What follows belongs to an exercise in optimizing a design on an open flow for small area and a short achievable clock period; a production flow would make more cautious choices.
Only simulation tests tie the RTL to the original design; equivalence was not proved.
Power is estimated from default activity; no workload was simulated.

## rev 12
Design ahb3lite_mem_slave, start of the top module:
module ahb3lite_mem_slave (
    input  logic        HCLK,
    input  logic        HRESET,
    input  logic        HSEL,
    input  logic [31:0] HADDR,
    input  logic [1:0]  HTRANS,
    input  logic        HWRITE,
    input  logic [31:0] HWDATA,
    input  logic        HREADY,
    output logic        HREADYOUT,
    output logic        HRESP,
    output logic [31:0] HRDATA,
    output logic [31:0] mem_WR_addr,
    output logic        mem_write_flag,
    output logic [31:0] HWDATA_toMem,
    output logic [15:0] wr_count
);
    logic        ready_q;    
    logic        resp_q;     
    logic [3:0]  flag_q;     
    logic [5:0]  waddr_q;    
    logic [7:0]  whi_q;      
    logic [7:0]  wlo_q;      
    logic [3:0]  rd_q;       
    logic [31:0] rdata_q;    
    logic [15:0] wr_count_q;
    logic        accept;
    logic        in_range;
    logic        err_start;
    logic        wr_start;
    logic        rd_start;
    logic        writing;
    logic [31:0] rdata_arr;
    assign in_range  = (HADDR[31:6] == 26'd0);
    assign accept    = HSEL && HREADY && ready_q && HTRANS[1];
    assign err_start = accept && !in_range;
    assign wr_start  = accept && in_range && HWRITE;
    assign rd_start  = accept && in_range && !HWRITE;
    assign writing   = |whi_q;
    always_ff @(posedge HCLK or posedge HRESET) begin
        if (HRESET) begin
            ready_q    <= 1'b1;
            resp_q     <= 1'b0;
            waddr_q    <= 6'd0;
            whi_q      <= 8'd0;
            wr_count_q <= 16'd0;
        end else begin
            ready_q    <= !err_start;
            resp_q     <= err_start || !ready_q;
            waddr_q    <= wr_start ? HADDR[5:0] : 6'd0;
            whi_q      <= wr_start ? (8'd1 << HADDR[5:3]) : 8'd0;
            wr_count_q <= wr_count_q + {15'd0, writing};
        end
    end
    for (genvar k = 0; k < 4; k++) begin : g_flag
        ahb3lite_tap_flag u_flag (
            .clk_i (HCLK),
            .rst_i (HRESET),
            .d_i   (wr_start),
            .q_o   (flag_q[k])
        );
    end
    for (genvar k = 0; k < 4; k++) begin : g_rdflag
        ahb3lite_tap_flag u_flag (
            .clk_i (HCLK),
            .rst_i (HRESET),
            .d_i   (rd_start),
  ...
Size: about 6000 cells after synthesis, about 2100 flip-flops, ~190 I/O pins, about 0.072 mm2 of cells after synthesis.
Settings: LEC_CHECK=0, CAP_MARGIN=20, CORE_MARGIN=2, CORE_UTILIZATION=40, SETUP_SLACK_MARGIN=2.3, SLEW_MARGIN=20, SYNTH_HIERARCHICAL=1; clock period 5.5 ns.
standard.sh (not shown) runs the stock make flow with config.mk's settings and CLKGATE_MAP_FILE= SYNTH_SCRIPT=/design/flow/synth_recipe.tcl, a recipe that flattens the netlist after the stock synthesis.
==> flow/flow/run.sh <==
#!/bin/bash
# Own layout flow: the standard synthesis unchanged, then the standard
# layout with three changes:
#  - the resizer may change a cell's footprint when it repairs timing (the
#    platform default only resizes within the same footprint);
#  - clock tree synthesis clusters up to 20 flip-flops within 100 um per leaf
#    buffer and adds no dummy loads, which needs far fewer clock buffers;
#  - every input and output port still gets its own buffer, but a buf_2
#    rather than the default delay-buffer cell.
# Each step's full output is in synth.log and layout.log here, and ORFS's own
# per-step logs are under orfs/logs/.
set -euo pipefail
bash standard.sh synth > synth.log 2>&1
bash standard.sh MATCH_CELL_FOOTPRINT=0 \
  "CTS_ARGS=-sink_clustering_enable -repair_clock_nets -dont_use_dummy_load -sink_clustering_size 20 -sink_clustering_max_diameter 100" \
  "BUFFER_PORTS_ARGS=-buffer_cell sky130_fd_sc_hd__buf_2" \
  finish > layout.log 2>&1
The final layout from rev 12, which completed every stage, passed the timing, design-rule and antenna checks at the end of the flow.
For rev 13, these inputs were changed with respect to rev 12:
- SETUP_SLACK_MARGIN: 2.3 -> 2.5
### Flow results
In summary, rev 13 completed successfully, with a layout that passed the timing, design-rule and antenna checks.
Comparing rev 12 against rev 13, there is no change at all in level count of the clock H-tree.
Per the comparison of rev 13 with rev 12, internal power consumption level; number of inserted filler cells in the final layout went down by about 0.47%; slack of the critical path picked up an extra 0.20 ns; global-route met2 utilization increased 0.73 points.
Rev 13 ended up with HADDR[2] as its worst setup path startpoint; rev 12 ended up with wlo_q[0]$_SDFF_PP0_.

## what the ideal ports hide
No port has a modelled driver above. Below, the same layouts with a new extraction and two added sets of constraints. Step 1 assumes that a clkbuf_16 drives the clock port and a buf_2 every other input. Step 2 also shifts input and output timing later by t, the mid clock arrival at the registers, as if the neighbouring blocks saw the same clock. Three values: ideal ports, drivers, drivers and shift; two values: the first two.
| run | t, ns | setup slack, ns | hold WS [ns] | worst setup path after step 2 |
|---|---|---|---|---|
| rev 12 | 0.855 | 2.207 / 2.207 / 1.431 | 0.235 / 0.181 / 0.442 | input to register |
| rev 13 | 0.853 | 2.411 / 2.237 / 1.618 | 0.242 / 0.189 / 0.451 | input to register |
After both steps setup and hold are still met in every run listed. The setup slack of rev 13, which loses most, moves by -0.174 ns with the drivers and by -0.793 ns with both steps.
